Source: an optimization exercise on an open RTL-to-GDS flow (aim: small area, a short achievable clock period and few clock cycles per item). Production flows keep margins and buffers that such runs may drop.
Function was checked by simulation only, so behaviour that the tests miss may differ from the original.
Power is estimated from default activity; no workload was simulated.

==> nickel: inputs <==
// inverse_square_field_sum_core
module inverse_square_field_sum_core
(
    input  logic                     clk,
    input  logic                     rst_n,
    input  logic                     in_valid,
    output logic                     in_stall,
    input  isfs_pkg::isfs_in_t                 in_data,
    output logic                     out_valid,
    input  logic                     out_stall,
    output isfs_pkg::isfs_out_t                out_data,
    input  logic                     cfg_we,
    input  logic [CFG_IDX_BITS-1:0]  cfg_index,
    input  logic [CFG_DATA_BITS-1:0] cfg_data
);
    localparam int NL = MAX_SOURCES;
    logic [2:0]                   count_reg;
    logic [2*COORD_BITS-1:0]      src_reg [NL];
    logic [23:0]                  strength_reg;
    logic [MAG_BITS-1:0]          cap_reg;
    logic [SLOT-1:0]              ring;
    logic                         par;             
    logic                         xadd, yadd;      
    logic                         va, vb, vc;      
    logic                         ha, hb, hc;      
    logic                         blocked;
    logic                         reinj;
    logic                         acc_en;
    logic                         ready;
    logic                         out_valid_reg;
    logic [2*COORD_BITS-1:0]      pa, pb, pc;      
    logic [COORD_BITS-1:0]        uxa, uya;        
    logic                         sxa, sya;
    logic [D2_BITS-1:0]           d2s, d2k;        
    logic [D2_BITS-1:0]           d2c;
    logic [MAG_BITS-1:0]          magc;
    logic [ROOT_BITS-1:0]         rc, rb;
    logic [COORD_BITS-1:0]        um;
    logic                         sm, zm;
    logic                         sgx_h, zx_h, sgy_h, sk_h;
    logic [PROD_BITS-1:0]         ps, pk;          
    logic [PROD_BITS-1:0]         prod;
    logic [15:0]                  aq;
    logic                         as, ac;
    logic signed [SUM_BITS-1:0]   sumx, sumy;
    logic [15:0]                  l_mq   [NL];
    logic                         l_ovf  [NL];
    logic [18:0]                  l_root [NL];
    logic [15:0]                  l_xq   [NL];
    logic [15:0]                  l_yq   [NL];
    logic                         l_sgx  [NL];
    logic                         l_sgy  [NL];
    logic                         l_skx  [NL];
  ...
Settings: LEC_CHECK=0, CAP_MARGIN=20, CORE_MARGIN=2, CORE_UTILIZATION=60, SETUP_SLACK_MARGIN=5, SLEW_MARGIN=20; clock period 9.0 ns.
run.sh (not shown) runs the stock make flow with config.mk's settings and CLKGATE_MAP_FILE= SYNTH_SCRIPT=/design/flow/synth_recipe.tcl, a recipe that flattens the netlist after the stock synthesis.
==> harbor: changes against nickel <==
--- a/flow/config.mk
+++ b/flow/config.mk
@@ -5,8 +5,11 @@
 export SDC_FILE = /design/flow/constraint.sdc
 export NUM_CORES = 4
 export LEC_CHECK = 0
+export ABC_AREA = 1
 export CAP_MARGIN = 20
 export CORE_MARGIN = 2
 export CORE_UTILIZATION = 60
+export CTS_CLUSTER_DIAMETER = 70
+export CTS_CLUSTER_SIZE = 16
 export SETUP_SLACK_MARGIN = 5
 export SLEW_MARGIN = 20
==> comparison table <==
metric                                                                          harbor                    nickel
Status                                                        timing/DRC/antenna clean  timing/DRC/antenna clean
Met2 Track Usage GR                                                              0.571                     0.462
Number of unique standard cell types used by synthesis                              59                        87
Layout Nets                                                                      10.9k                      8909
Mux share of post-synthesis cell area                                         0.000238                    0.0967
Largest incremental delay on the critical path                                  750 ps                    770 ps
Detailed-route via count                                                         66.2k                     57.0k
Most repeated cell in the gate-level netlist after synthesis  sky130_fd_sc_hd__nand2_1  sky130_fd_sc_hd__dfxtp_1
Slew HR                                                                          0.186                     0.304
CP Capture Type                                                             output pin                      flop
Critical register-to-register path startpoint                                 ring[10]                     rb[0]
Clock latency on the worst-skew pair                                            770 ps                    790 ps
Number of tap instances                                                           1876                      1794
Worst path buffer plus inverter count                                                1                         4
Combinational Power Share                                                        0.420                     0.346
Part of the total power dissipated in the clock network                          0.211                     0.282
Met3 layer usage reported by global route                                       0.0474                    0.0499
Chip height                                                                     378 um                    377 um
Fraction of standard cell area that is sequential                                0.374                     0.362
Pre-antenna DRT Iters                                                                9                         8
Worst hold start                                                g_lane[2].u_lane.sgy_l    g_lane[0].u_lane.sgy_l
Power Sequential                                                               9.41 mW                   9.22 mW
FF-to-FF End                                                   g_lane[3].u_lane.s_r[5]  g_lane[4].u_lane.y_r[18]
Testbench counts of nickel, summed over its fixed seeds: cycles 16,512, items 960.
Testbench counts of harbor, summed over its fixed seeds: cycles 16,512, items 960.


==> run D <==
inverse_square_field_sum_core, a different RTL version from the one above (not shown whole).
clock: 9.0 ns
lec_check: 0
cap_margin: 20
core_margin: 2
core_utilization: 50
setup_slack_margin: 5
slew_margin: 20
==> inputs of run F, as changes to run D <==
--- a/flow/design.v
+++ b/flow/design.v
@@ -169,16 +169,45 @@
             begin
                 g[i] = g[i] | (p[i] & g[i-l]);
                 p[i] = p[i] & p[i-l];
             end
         diff   = ~hp ^ {g[N-2:0], 1'b0};
         borrow = g[N-1];
     end
 endmodule
+module isfs_add #(parameter int N = 21)
+(
+    input  logic [N-1:0] a,
+    input  logic [N-1:0] b,
+    input  logic         ci,
+    output logic [N-1:0] s
+);
+    always_comb
+    begin
+        logic [N-1:0] g, p, h;
+        h = a ^ b;
+        g = a & b;
+        p = h;
+        g[0] = g[0] | (p[0] & ci);
+        for (int l = 1; l < N; l = l * 2)
+            for (int i = 2 * l - 1; i < N; i = i + 2 * l)
+            begin
+                g[i] = g[i] | (p[i] & g[i-l]);
+                p[i] = p[i] & p[i-l];
+            end
+        for (int l = 16; l >= 1; l = l / 2)
+            for (int i = 3 * l - 1; i < N; i = i + 2 * l)
+            begin
+                g[i] = g[i] | (p[i] & g[i-l]);
+                p[i] = p[i] & p[i-l];
+            end
+        s = h ^ {g[N-2:0], ci};
+    end
+endmodule
 module isfs_mul_csa
 (
     input  logic [15:0] m,
     input  logic [9:0]  u,
     input  logic        s,
     output logic [25:0] vs,
     output logic [25:0] vc
 );
@@ -927,27 +956,29 @@
                 q_sel = q_sel | l_yq[i];
                 s_sel = s_sel | l_sgy[i];
                 k_sel = k_sel | (lact[i] && !l_sky[i]);
             end
         end
     end
     logic [D2_BITS-1:0] d2s_n, d2k_n;
     isfs_sq_csa u_sq (.ux(uxa), .sx(sxa), .uy(uya), .sy(sya), .vs(d2s_n), .vc(d2k_n));
+    logic [20:0] md, od;
+    logic        mbw, obw;
+    isfs_sub #(.N(21)) u_md (.t({4'd0, strength_reg[23:7]}), .d(d2c), .diff(md), .borrow(mbw));
+    isfs_sub #(.N(21)) u_od (.t({5'd0, strength_reg[23:8]}), .d(d2c), .diff(od), .borrow(obw));
     always_comb
     begin
         logic [6:0] t;
         logic [5:0] tr;
         logic [4:0] r;
         logic [3:0] q;
-        logic [21:0] md;
-        ovfc = ({5'd0, strength_reg[23:8]} >= d2c);
-        md   = {5'd0, strength_reg[23:7]} - {1'b0, d2c};
-        mb1  = !md[21];
-        mr1  = mb1 ? md[20:0] : {4'd0, strength_reg[23:7]};
+        ovfc = !obw;
+        mb1  = !mbw;
+        mr1  = mb1 ? md : {4'd0, strength_reg[23:7]};
         r = '0;
         q = '0;
         for (int k = 3; k >= 0; k--)
         begin
             t  = {r, (k == 3) ? {1'b0, d2c[20]} : d2c[14+2*k +: 2]};
             tr = {q, 2'b01};
             if (t >= {1'b0, tr})
             begin
@@ -960,38 +991,38 @@
                 q = {q[2:0], 1'b0};
             end
         end
         sr4 = r;
         sq4 = q;
     end
     logic [PROD_BITS-1:0] ps_n, pk_n;
     isfs_mul_csa u_mul (.m(magc), .u(um), .s(sm), .vs(ps_n), .vc(pk_n));
-    always_comb
-    begin
-        logic [19:0] bd;
-        logic [18:0] bt;
-        bt   = prod[25:7];
-        bd   = {1'b0, bt} - {1'b0, rb};
-        br1  = bd[19] ? bt : bd[18:0];
-        bq1  = {prod[6:0], 8'h00, !bd[19]};
-    end
+    logic [18:0] bd;
+    logic        bbw;
+    isfs_sub #(.N(19)) u_bd (.t(prod[25:7]), .d(rb), .diff(bd), .borrow(bbw));
+    assign br1 = bbw ? prod[25:7] : bd;
+    assign bq1 = {prod[6:0], 8'h00, !bbw};
+    logic [D2_BITS-1:0]   d2_n;
+    logic [PROD_BITS-1:0] prod_n;
+    isfs_add #(.N(D2_BITS))   u_d2a (.a(d2s), .b(d2k), .ci(1'b0), .s(d2_n));
+    isfs_add #(.N(PROD_BITS)) u_pa  (.a(ps), .b(pk), .ci(1'b0), .s(prod_n));
     always_ff @(posedge clk)
     begin
         logic signed [COORD_BITS:0] ex, ey, em;
         ex  = $signed({1'b0, srcf[COORD_BITS-1:0]}) - $signed({1'b0, pa[COORD_BITS-1:0]});
         ey  = $signed({1'b0, srcf[2*COORD_BITS-1:COORD_BITS]})
             - $signed({1'b0, pa[2*COORD_BITS-1:COORD_BITS]});
         uxa <= ex[COORD_BITS-1:0] ^ {COORD_BITS{ex[COORD_BITS]}};
         sxa <= ex[COORD_BITS];
         uya <= ey[COORD_BITS-1:0] ^ {COORD_BITS{ey[COORD_BITS]}};
         sya <= ey[COORD_BITS];
         d2s <= d2s_n;
         d2k <= d2k_n;
-        d2c <= d2s + d2k;
+        d2c <= d2_n;
         if (par)
         begin
             magc <= (ovf_sel || (mq_sel > cap_reg)) ? cap_reg : mq_sel;
             rc   <= root_sel;
             rb   <= rc;
             sgy_h <= sm;
             sk_h  <= zx_h && zm;
         end
@@ -1003,42 +1034,39 @@
         em = par ? $signed({1'b0, srcb[COORD_BITS-1:0]}) - $signed({1'b0, pb[COORD_BITS-1:0]})
                  : $signed({1'b0, srcb[2*COORD_BITS-1:COORD_BITS]})
                  - $signed({1'b0, pb[2*COORD_BITS-1:COORD_BITS]});
         um <= em[COORD_BITS-1:0] ^ {COORD_BITS{em[COORD_BITS]}};
         sm <= em[COORD_BITS];
         zm <= (em == '0);
         ps   <= ps_n;
         pk   <= pk_n;
-        prod <= ps + pk;
+        prod <= prod_n;
         aq <= q_sel;
         as <= s_sel;
         ac <= k_sel;
     end
-    logic                         en_x, en_y;
-    logic signed [SUM_BITS-1:0]   sum_x, sum_y;
-    always_comb
-    begin
-        logic signed [SUM_BITS-1:0] base_x, base_y, add;
-        en_x   = ring[7] ? deliver : (acc_en && xadd);
-        en_y   = acc_en && yadd;
-        base_x = ring[7] ? $signed({3'b000, pc[COORD_BITS-1:0], 8'h00}) : sumx;
-        base_y = ring[8] ? $signed({3'b000, pc[2*COORD_BITS-1:COORD_BITS], 8'h00}) : sumy;
-        add    = ac ? $signed({5'd0, aq} ^ {SUM_BITS{as}}) : '0;
-        sum_x  = base_x + add + SUM_BITS'(ac && as);
-        sum_y  = base_y + add + SUM_BITS'(ac && as);
-        if (ring[15] && !sum_x[SUM_BITS-1] && sum_x[OUT_BITS-1])
-            sum_x = SUM_BITS'({1'b0, {(OUT_BITS-1){1'b1}}});
-        if (ring[0] && !sum_y[SUM_BITS-1] && sum_y[OUT_BITS-1])
-            sum_y = SUM_BITS'({1'b0, {(OUT_BITS-1){1'b1}}});
-    end
+    logic signed [SUM_BITS-1:0]   addv, sum_a;
+    assign addv = ac ? $signed({5'd0, aq} ^ {SUM_BITS{as}}) : '0;
+    isfs_add #(.N(SUM_BITS)) u_acc (.a(par ? sumx : sumy), .b(addv), .ci(ac && as), .s(sum_a));
     always_ff @(posedge clk)
     begin
-        if (en_x) sumx <= sum_x;
-        if (en_y) sumy <= sum_y;
+        if (ring[6] && deliver)
+        begin
+            sumx <= $signed({3'b000, pc[COORD_BITS-1:0], 8'h00});
+            sumy <= $signed({3'b000, pc[2*COORD_BITS-1:COORD_BITS], 8'h00});
+        end
+        if (acc_en && xadd)
+            sumx <= sum_a;
+        if (acc_en && yadd)
+            sumy <= sum_a;
+        if (acc_en && ring[0] && !sumx[SUM_BITS-1] && sumx[OUT_BITS-1])
+            sumx <= SUM_BITS'({1'b0, {(OUT_BITS-1){1'b1}}});
+        if (acc_en && ring[1] && !sumy[SUM_BITS-1] && sumy[OUT_BITS-1])
+            sumy <= SUM_BITS'({1'b0, {(OUT_BITS-1){1'b1}}});
     end
     assign out_data.end_x = sumx[OUT_BITS-1:0];
     assign out_data.end_y = sumy[OUT_BITS-1:0];
     assign out_valid      = out_valid_reg;
     always_ff @(posedge clk)
     begin
         if (adv)
         begin
@@ -1060,19 +1088,19 @@
         vb_n      = vb;
         vc_n      = vc;
         ha_n      = ha;
         hb_n      = hb;
         hc_n      = hc;
         blocked_n = blocked;
         reinj_n   = reinj;
         acc_en_n  = acc_en;
-        if (ring[0])
+        if (ring[1])
             acc_en_n = 1'b0;
-        if (ring[7])
+        if (ring[6])
         begin
             acc_en_n = deliver;
             if (vc && !deliver)
             begin
                 reinj_n = 1'b1;
                 if (!blocked)
                 begin
                     blocked_n = 1'b1;
@@ -1119,29 +1147,29 @@
             cap_reg       <= FORCE_CAP_RESET;
             for (int i = 0; i < NL; i++)
                 src_reg[i] <= '0;
         end
         else
         begin
             ring    <= ring_n;
             par     <= |(ring_n & 16'hAAAA);
-            xadd    <= ring_n[9] || ring_n[11] || ring_n[13] || ring_n[15];
+            xadd    <= ring_n[7] || ring_n[9] || ring_n[11] || ring_n[13] || ring_n[15];
             yadd    <= ring_n[8] || ring_n[10] || ring_n[12] || ring_n[14] || ring_n[0];
             va      <= va_n;
             vb      <= vb_n;
             vc      <= vc_n;
             ha      <= ha_n;
             hb      <= hb_n;
             hc      <= hc_n;
             blocked <= blocked_n;
             reinj   <= reinj_n;
             acc_en  <= acc_en_n;
             ready   <= ready_n;
-            if (ring[0] && acc_en)
+            if (ring[1] && acc_en)
                 out_valid_reg <= 1'b1;
             else if (!out_stall)
                 out_valid_reg <= 1'b0;
             if (cfg_we)
             begin
                 if (cfg_index == REG_SOURCE_COUNT)
                     count_reg <= cfg_data[2:0];
                 else if (cfg_index == REG_STRENGTH)
- CORE_UTILIZATION: 50 -> 60
==> inputs of run H, as changes to run D <==
--- a/flow/design.v
+++ b/flow/design.v
@@ -21,19 +21,20 @@
         logic [COORD_BITS-1:0] point_y;
         logic [COORD_BITS-1:0] point_x;
     } isfs_in_t;
     typedef struct packed {
         logic signed [OUT_BITS-1:0] end_y;
         logic signed [OUT_BITS-1:0] end_x;
     } isfs_out_t;
 endpackage
-module isfs_unit
+module isfs_unit #(parameter int A0 = 0, parameter int SL = 16)
 (
     input  logic        clk,
+    input  logic [SL-1:0] ring,      
     input  logic        aload,       
     input  logic        xload,       
     input  logic        yload,       
     input  logic [20:0] d2_in,
     input  logic        ovf_in,
     input  logic [4:0]  sr_in,       
     input  logic [3:0]  sq_in,       
     input  logic [20:0] mr_in,       
@@ -55,50 +56,55 @@
     output logic        skx,
     output logic        sky
 );
     logic [20:0] d2;
     logic [20:0] m_r;
     logic [15:0] m_q;
     logic [19:0] s_r;
     logic [18:0] s_q;
-    logic [13:0] rad;
     logic [18:0] r;
     logic [18:0] x_r, y_r;
     logic [15:0] x_q, y_q;
     logic        sgy_l, sky_l;
+    logic [1:0] pair;
+    always_comb
+    begin
+        pair = 2'b00;
+        for (int k = 0; k < 7; k++)
+            if (ring[(A0 + 1 + k) % SL])
+                pair = pair | d2[13-2*k -: 2];
+    end
     logic [21:0] m_t, s_t;
     logic [22:0] m_d, s_d;
     logic        m_take, s_take;
     always_comb
     begin
         m_t    = {m_r, m_q[15]};
         m_take = !m_d[22];
-        s_t    = {s_r, rad[13:12]};
+        s_t    = {s_r, pair};
         s_take = !s_d[22];
     end
     always_ff @(posedge clk)
     begin
         if (aload)
         begin
             d2  <= d2_in;
             ovf <= ovf_in;
             m_r <= mr_in;
             m_q <= {mt_in, 8'h00, mb_in};
             s_r <= {15'd0, sr_in};
             s_q <= {15'd0, sq_in};
-            rad <= d2_in[13:0];
         end
         else
         begin
             m_r <= m_take ? m_d[20:0] : m_t[20:0];
             m_q <= {m_q[14:0], m_take};
             s_r <= s_take ? s_d[19:0] : s_t[19:0];
             s_q <= {s_q[17:0], s_take};
-            rad <= {rad[11:0], 2'b00};
         end
     end
     isfs_sub #(.N(22)) u_ms (.t(m_t), .d({1'b0, d2}), .diff(m_d[21:0]), .borrow(m_d[22]));
     isfs_sub #(.N(22)) u_ss (.t(s_t), .d({2'b00, s_q[17:0], 2'b01}), .diff(s_d[21:0]), .borrow(s_d[22]));
     logic [19:0] x_t, y_t;
     logic [20:0] x_d, y_d;
     logic        x_take, y_take;
     always_comb
@@ -169,16 +175,45 @@
             begin
                 g[i] = g[i] | (p[i] & g[i-l]);
                 p[i] = p[i] & p[i-l];
             end
         diff   = ~hp ^ {g[N-2:0], 1'b0};
         borrow = g[N-1];
     end
 endmodule
+module isfs_add #(parameter int N = 21)
+(
+    input  logic [N-1:0] a,
+    input  logic [N-1:0] b,
+    input  logic         ci,
+    output logic [N-1:0] s
+);
+    always_comb
+    begin
+        logic [N-1:0] g, p, h;
+        h = a ^ b;
+        g = a & b;
+        p = h;
+        g[0] = g[0] | (p[0] & ci);
+        for (int l = 1; l < N; l = l * 2)
+            for (int i = 2 * l - 1; i < N; i = i + 2 * l)
+            begin
+                g[i] = g[i] | (p[i] & g[i-l]);
+                p[i] = p[i] & p[i-l];
+            end
+        for (int l = 16; l >= 1; l = l / 2)
+            for (int i = 3 * l - 1; i < N; i = i + 2 * l)
+            begin
+                g[i] = g[i] | (p[i] & g[i-l]);
+                p[i] = p[i] & p[i-l];
+            end
+        s = h ^ {g[N-2:0], ci};
+    end
+endmodule
 module isfs_mul_csa
 (
     input  logic [15:0] m,
     input  logic [9:0]  u,
     input  logic        s,
     output logic [25:0] vs,
     output logic [25:0] vc
 );
@@ -854,18 +889,19 @@
             lact[i] = (3'(i) < cnt_eff);
     assign empty    = !va && !vb && !vc && !blocked;
     assign take     = in_valid && ready;
     assign adv      = ring[SLOT-1] || take;
     assign deliver  = vc && !out_valid_reg && (!blocked || hc);
     assign in_stall = !ready;
     for (genvar j = 0; j < NL; j++)
     begin : g_lane
-        isfs_unit u_lane (
+        isfs_unit #(.A0(2*j+3), .SL(SLOT)) u_lane (
             .clk      (clk),
+            .ring     (ring),
             .aload    (ring[2*j+3]),
             .xload    (ring[2*j+6]),
             .yload    (ring[2*j+7]),
             .d2_in    (d2c),
             .ovf_in   (ovfc),
             .sr_in    (sr4),
             .sq_in    (sq4),
             .mr_in    (mr1),
@@ -927,27 +963,29 @@
                 q_sel = q_sel | l_yq[i];
                 s_sel = s_sel | l_sgy[i];
                 k_sel = k_sel | (lact[i] && !l_sky[i]);
             end
         end
     end
     logic [D2_BITS-1:0] d2s_n, d2k_n;
     isfs_sq_csa u_sq (.ux(uxa), .sx(sxa), .uy(uya), .sy(sya), .vs(d2s_n), .vc(d2k_n));
+    logic [20:0] md, od;
+    logic        mbw, obw;
+    isfs_sub #(.N(21)) u_md (.t({4'd0, strength_reg[23:7]}), .d(d2c), .diff(md), .borrow(mbw));
+    isfs_sub #(.N(21)) u_od (.t({5'd0, strength_reg[23:8]}), .d(d2c), .diff(od), .borrow(obw));
     always_comb
     begin
         logic [6:0] t;
         logic [5:0] tr;
         logic [4:0] r;
         logic [3:0] q;
-        logic [21:0] md;
-        ovfc = ({5'd0, strength_reg[23:8]} >= d2c);
-        md   = {5'd0, strength_reg[23:7]} - {1'b0, d2c};
-        mb1  = !md[21];
-        mr1  = mb1 ? md[20:0] : {4'd0, strength_reg[23:7]};
+        ovfc = !obw;
+        mb1  = !mbw;
+        mr1  = mb1 ? md : {4'd0, strength_reg[23:7]};
         r = '0;
         q = '0;
         for (int k = 3; k >= 0; k--)
         begin
             t  = {r, (k == 3) ? {1'b0, d2c[20]} : d2c[14+2*k +: 2]};
             tr = {q, 2'b01};
             if (t >= {1'b0, tr})
             begin
@@ -960,38 +998,38 @@
                 q = {q[2:0], 1'b0};
             end
         end
         sr4 = r;
         sq4 = q;
     end
     logic [PROD_BITS-1:0] ps_n, pk_n;
     isfs_mul_csa u_mul (.m(magc), .u(um), .s(sm), .vs(ps_n), .vc(pk_n));
-    always_comb
-    begin
-        logic [19:0] bd;
-        logic [18:0] bt;
-        bt   = prod[25:7];
-        bd   = {1'b0, bt} - {1'b0, rb};
-        br1  = bd[19] ? bt : bd[18:0];
-        bq1  = {prod[6:0], 8'h00, !bd[19]};
-    end
+    logic [18:0] bd;
+    logic        bbw;
+    isfs_sub #(.N(19)) u_bd (.t(prod[25:7]), .d(rb), .diff(bd), .borrow(bbw));
+    assign br1 = bbw ? prod[25:7] : bd;
+    assign bq1 = {prod[6:0], 8'h00, !bbw};
+    logic [D2_BITS-1:0]   d2_n;
+    logic [PROD_BITS-1:0] prod_n;
+    isfs_add #(.N(D2_BITS))   u_d2a (.a(d2s), .b(d2k), .ci(1'b0), .s(d2_n));
+    isfs_add #(.N(PROD_BITS)) u_pa  (.a(ps), .b(pk), .ci(1'b0), .s(prod_n));
     always_ff @(posedge clk)
     begin
         logic signed [COORD_BITS:0] ex, ey, em;
         ex  = $signed({1'b0, srcf[COORD_BITS-1:0]}) - $signed({1'b0, pa[COORD_BITS-1:0]});
         ey  = $signed({1'b0, srcf[2*COORD_BITS-1:COORD_BITS]})
             - $signed({1'b0, pa[2*COORD_BITS-1:COORD_BITS]});
         uxa <= ex[COORD_BITS-1:0] ^ {COORD_BITS{ex[COORD_BITS]}};
         sxa <= ex[COORD_BITS];
         uya <= ey[COORD_BITS-1:0] ^ {COORD_BITS{ey[COORD_BITS]}};
         sya <= ey[COORD_BITS];
         d2s <= d2s_n;
         d2k <= d2k_n;
-        d2c <= d2s + d2k;
+        d2c <= d2_n;
         if (par)
         begin
             magc <= (ovf_sel || (mq_sel > cap_reg)) ? cap_reg : mq_sel;
             rc   <= root_sel;
             rb   <= rc;
             sgy_h <= sm;
             sk_h  <= zx_h && zm;
         end
@@ -1003,42 +1041,39 @@
         em = par ? $signed({1'b0, srcb[COORD_BITS-1:0]}) - $signed({1'b0, pb[COORD_BITS-1:0]})
                  : $signed({1'b0, srcb[2*COORD_BITS-1:COORD_BITS]})
                  - $signed({1'b0, pb[2*COORD_BITS-1:COORD_BITS]});
         um <= em[COORD_BITS-1:0] ^ {COORD_BITS{em[COORD_BITS]}};
         sm <= em[COORD_BITS];
         zm <= (em == '0);
         ps   <= ps_n;
         pk   <= pk_n;
-        prod <= ps + pk;
+        prod <= prod_n;
         aq <= q_sel;
         as <= s_sel;
         ac <= k_sel;
     end
-    logic                         en_x, en_y;
-    logic signed [SUM_BITS-1:0]   sum_x, sum_y;
-    always_comb
-    begin
-        logic signed [SUM_BITS-1:0] base_x, base_y, add;
-        en_x   = ring[7] ? deliver : (acc_en && xadd);
-        en_y   = acc_en && yadd;
-        base_x = ring[7] ? $signed({3'b000, pc[COORD_BITS-1:0], 8'h00}) : sumx;
-        base_y = ring[8] ? $signed({3'b000, pc[2*COORD_BITS-1:COORD_BITS], 8'h00}) : sumy;
-        add    = ac ? $signed({5'd0, aq} ^ {SUM_BITS{as}}) : '0;
-        sum_x  = base_x + add + SUM_BITS'(ac && as);
-        sum_y  = base_y + add + SUM_BITS'(ac && as);
-        if (ring[15] && !sum_x[SUM_BITS-1] && sum_x[OUT_BITS-1])
-            sum_x = SUM_BITS'({1'b0, {(OUT_BITS-1){1'b1}}});
-        if (ring[0] && !sum_y[SUM_BITS-1] && sum_y[OUT_BITS-1])
-            sum_y = SUM_BITS'({1'b0, {(OUT_BITS-1){1'b1}}});
-    end
+    logic signed [SUM_BITS-1:0]   addv, sum_a;
+    assign addv = ac ? $signed({5'd0, aq} ^ {SUM_BITS{as}}) : '0;
+    isfs_add #(.N(SUM_BITS)) u_acc (.a(par ? sumx : sumy), .b(addv), .ci(ac && as), .s(sum_a));
     always_ff @(posedge clk)
     begin
-        if (en_x) sumx <= sum_x;
-        if (en_y) sumy <= sum_y;
+        if (ring[6] && deliver)
+        begin
+            sumx <= $signed({3'b000, pc[COORD_BITS-1:0], 8'h00});
+            sumy <= $signed({3'b000, pc[2*COORD_BITS-1:COORD_BITS], 8'h00});
+        end
+        if (acc_en && xadd)
+            sumx <= sum_a;
+        if (acc_en && yadd)
+            sumy <= sum_a;
+        if (acc_en && ring[0] && !sumx[SUM_BITS-1] && sumx[OUT_BITS-1])
+            sumx <= SUM_BITS'({1'b0, {(OUT_BITS-1){1'b1}}});
+        if (acc_en && ring[1] && !sumy[SUM_BITS-1] && sumy[OUT_BITS-1])
+            sumy <= SUM_BITS'({1'b0, {(OUT_BITS-1){1'b1}}});
     end
     assign out_data.end_x = sumx[OUT_BITS-1:0];
     assign out_data.end_y = sumy[OUT_BITS-1:0];
     assign out_valid      = out_valid_reg;
     always_ff @(posedge clk)
     begin
         if (adv)
         begin
@@ -1060,19 +1095,19 @@
         vb_n      = vb;
         vc_n      = vc;
         ha_n      = ha;
         hb_n      = hb;
         hc_n      = hc;
         blocked_n = blocked;
         reinj_n   = reinj;
         acc_en_n  = acc_en;
-        if (ring[0])
+        if (ring[1])
             acc_en_n = 1'b0;
-        if (ring[7])
+        if (ring[6])
         begin
             acc_en_n = deliver;
             if (vc && !deliver)
             begin
                 reinj_n = 1'b1;
                 if (!blocked)
                 begin
                     blocked_n = 1'b1;
@@ -1119,29 +1154,29 @@
             cap_reg       <= FORCE_CAP_RESET;
             for (int i = 0; i < NL; i++)
                 src_reg[i] <= '0;
         end
         else
         begin
             ring    <= ring_n;
             par     <= |(ring_n & 16'hAAAA);
-            xadd    <= ring_n[9] || ring_n[11] || ring_n[13] || ring_n[15];
+            xadd    <= ring_n[7] || ring_n[9] || ring_n[11] || ring_n[13] || ring_n[15];
             yadd    <= ring_n[8] || ring_n[10] || ring_n[12] || ring_n[14] || ring_n[0];
             va      <= va_n;
             vb      <= vb_n;
             vc      <= vc_n;
             ha      <= ha_n;
             hb      <= hb_n;
             hc      <= hc_n;
             blocked <= blocked_n;
             reinj   <= reinj_n;
             acc_en  <= acc_en_n;
             ready   <= ready_n;
-            if (ring[0] && acc_en)
+            if (ring[1] && acc_en)
                 out_valid_reg <= 1'b1;
             else if (!out_stall)
                 out_valid_reg <= 1'b0;
             if (cfg_we)
             begin
                 if (cfg_index == REG_SOURCE_COUNT)
                     count_reg <= cfg_data[2:0];
                 else if (cfg_index == REG_STRENGTH)
- ABC_AREA: unset -> 1
- CORE_UTILIZATION: 50 -> 65
==> results.yml <==
run_status:
  status: "timing/DRC/antenna clean"
global_route:
  antenna_found_initial: 10
synthesis:
  syn-cell-area_mm2: 0.0876
  avgSynthCellArea_um2: 10.4
  synth_async_sr_flop_share_pct: 11.1
sta:
  grt_setup_unrepaired: "no"
final_layout:
  post-route-util_pct: 56.4
power_and_ir_drop:
  clock_power_share_pct: 27.8
the above is filed under run D

==> results.yml <==
power_and_ir_drop:
  clock_power_share_pct: 25.0
run_status:
  status: "timing/DRC/antenna clean"
sta:
  grt_setup_unrepaired: "yes"
final_layout:
  post-route-util_pct: 72.0
global_route:
  antenna_found_initial: 9
the above is filed under run H

==> results.yml <==
final_layout:
  nets: 9188
  post-route-util_pct: 67.7
run_status:
  status: "timing/DRC/antenna clean"
synthesis:
  syn-cell-area_mm2: 0.0861
  synth_async_sr_flop_share_pct: 11.1
  avgSynthCellArea_um2: 10.6
global_route:
  antenna_found_initial: 2
the above is filed under run F

Testbench counts of run D, summed over its fixed seeds: cycles 16,480, items 960.
Testbench counts of run F, summed over its fixed seeds: cycles 16,512, items 960.
Testbench counts of run H, summed over its fixed seeds: cycles 16,512, items 960.

port drivers added, routing unchanged:
The results above use ideal ports. As a check the final layouts listed here were re-extracted and re-timed, cells and wires unchanged. Step 1 sets driving cells, clkbuf_16 on the clock port and buf_2 on the other inputs (assumed; they add their load-dependent delay and slew). Step 2, shift: input delay + t, output delay - t, t = (earliest + latest rising clock arrival at the registers) / 2. This alone moves slack from input paths to output paths. Slacks: ideal ports / drivers / drivers and shift; pairs: ideal ports / drivers.
| run | shift t [ns] | setup slack, ns | latest minus earliest clock arrival (ns) |
|---|---|---|---|
| nickel | 0.858 | 5.072 / 5.072 / 4.777 | 0.035 / 0.036 |
| harbor | 0.831 | 5.055 / 4.974 / 4.407 | 0.037 / 0.037 |
| run D | 0.909 | 5.118 / 5.118 / 4.752 | 0.040 / 0.041 |
| run F | 0.892 | 5.074 / 5.074 / 4.422 | 0.034 / 0.034 |
| run H | 0.885 | 5.091 / 5.091 / 4.578 | 0.030 / 0.030 |
After both steps setup and hold are still met in every run listed. For run F, which loses most, drivers alone change the setup slack by 0.000 ns; drivers and shift together by -0.652 ns.
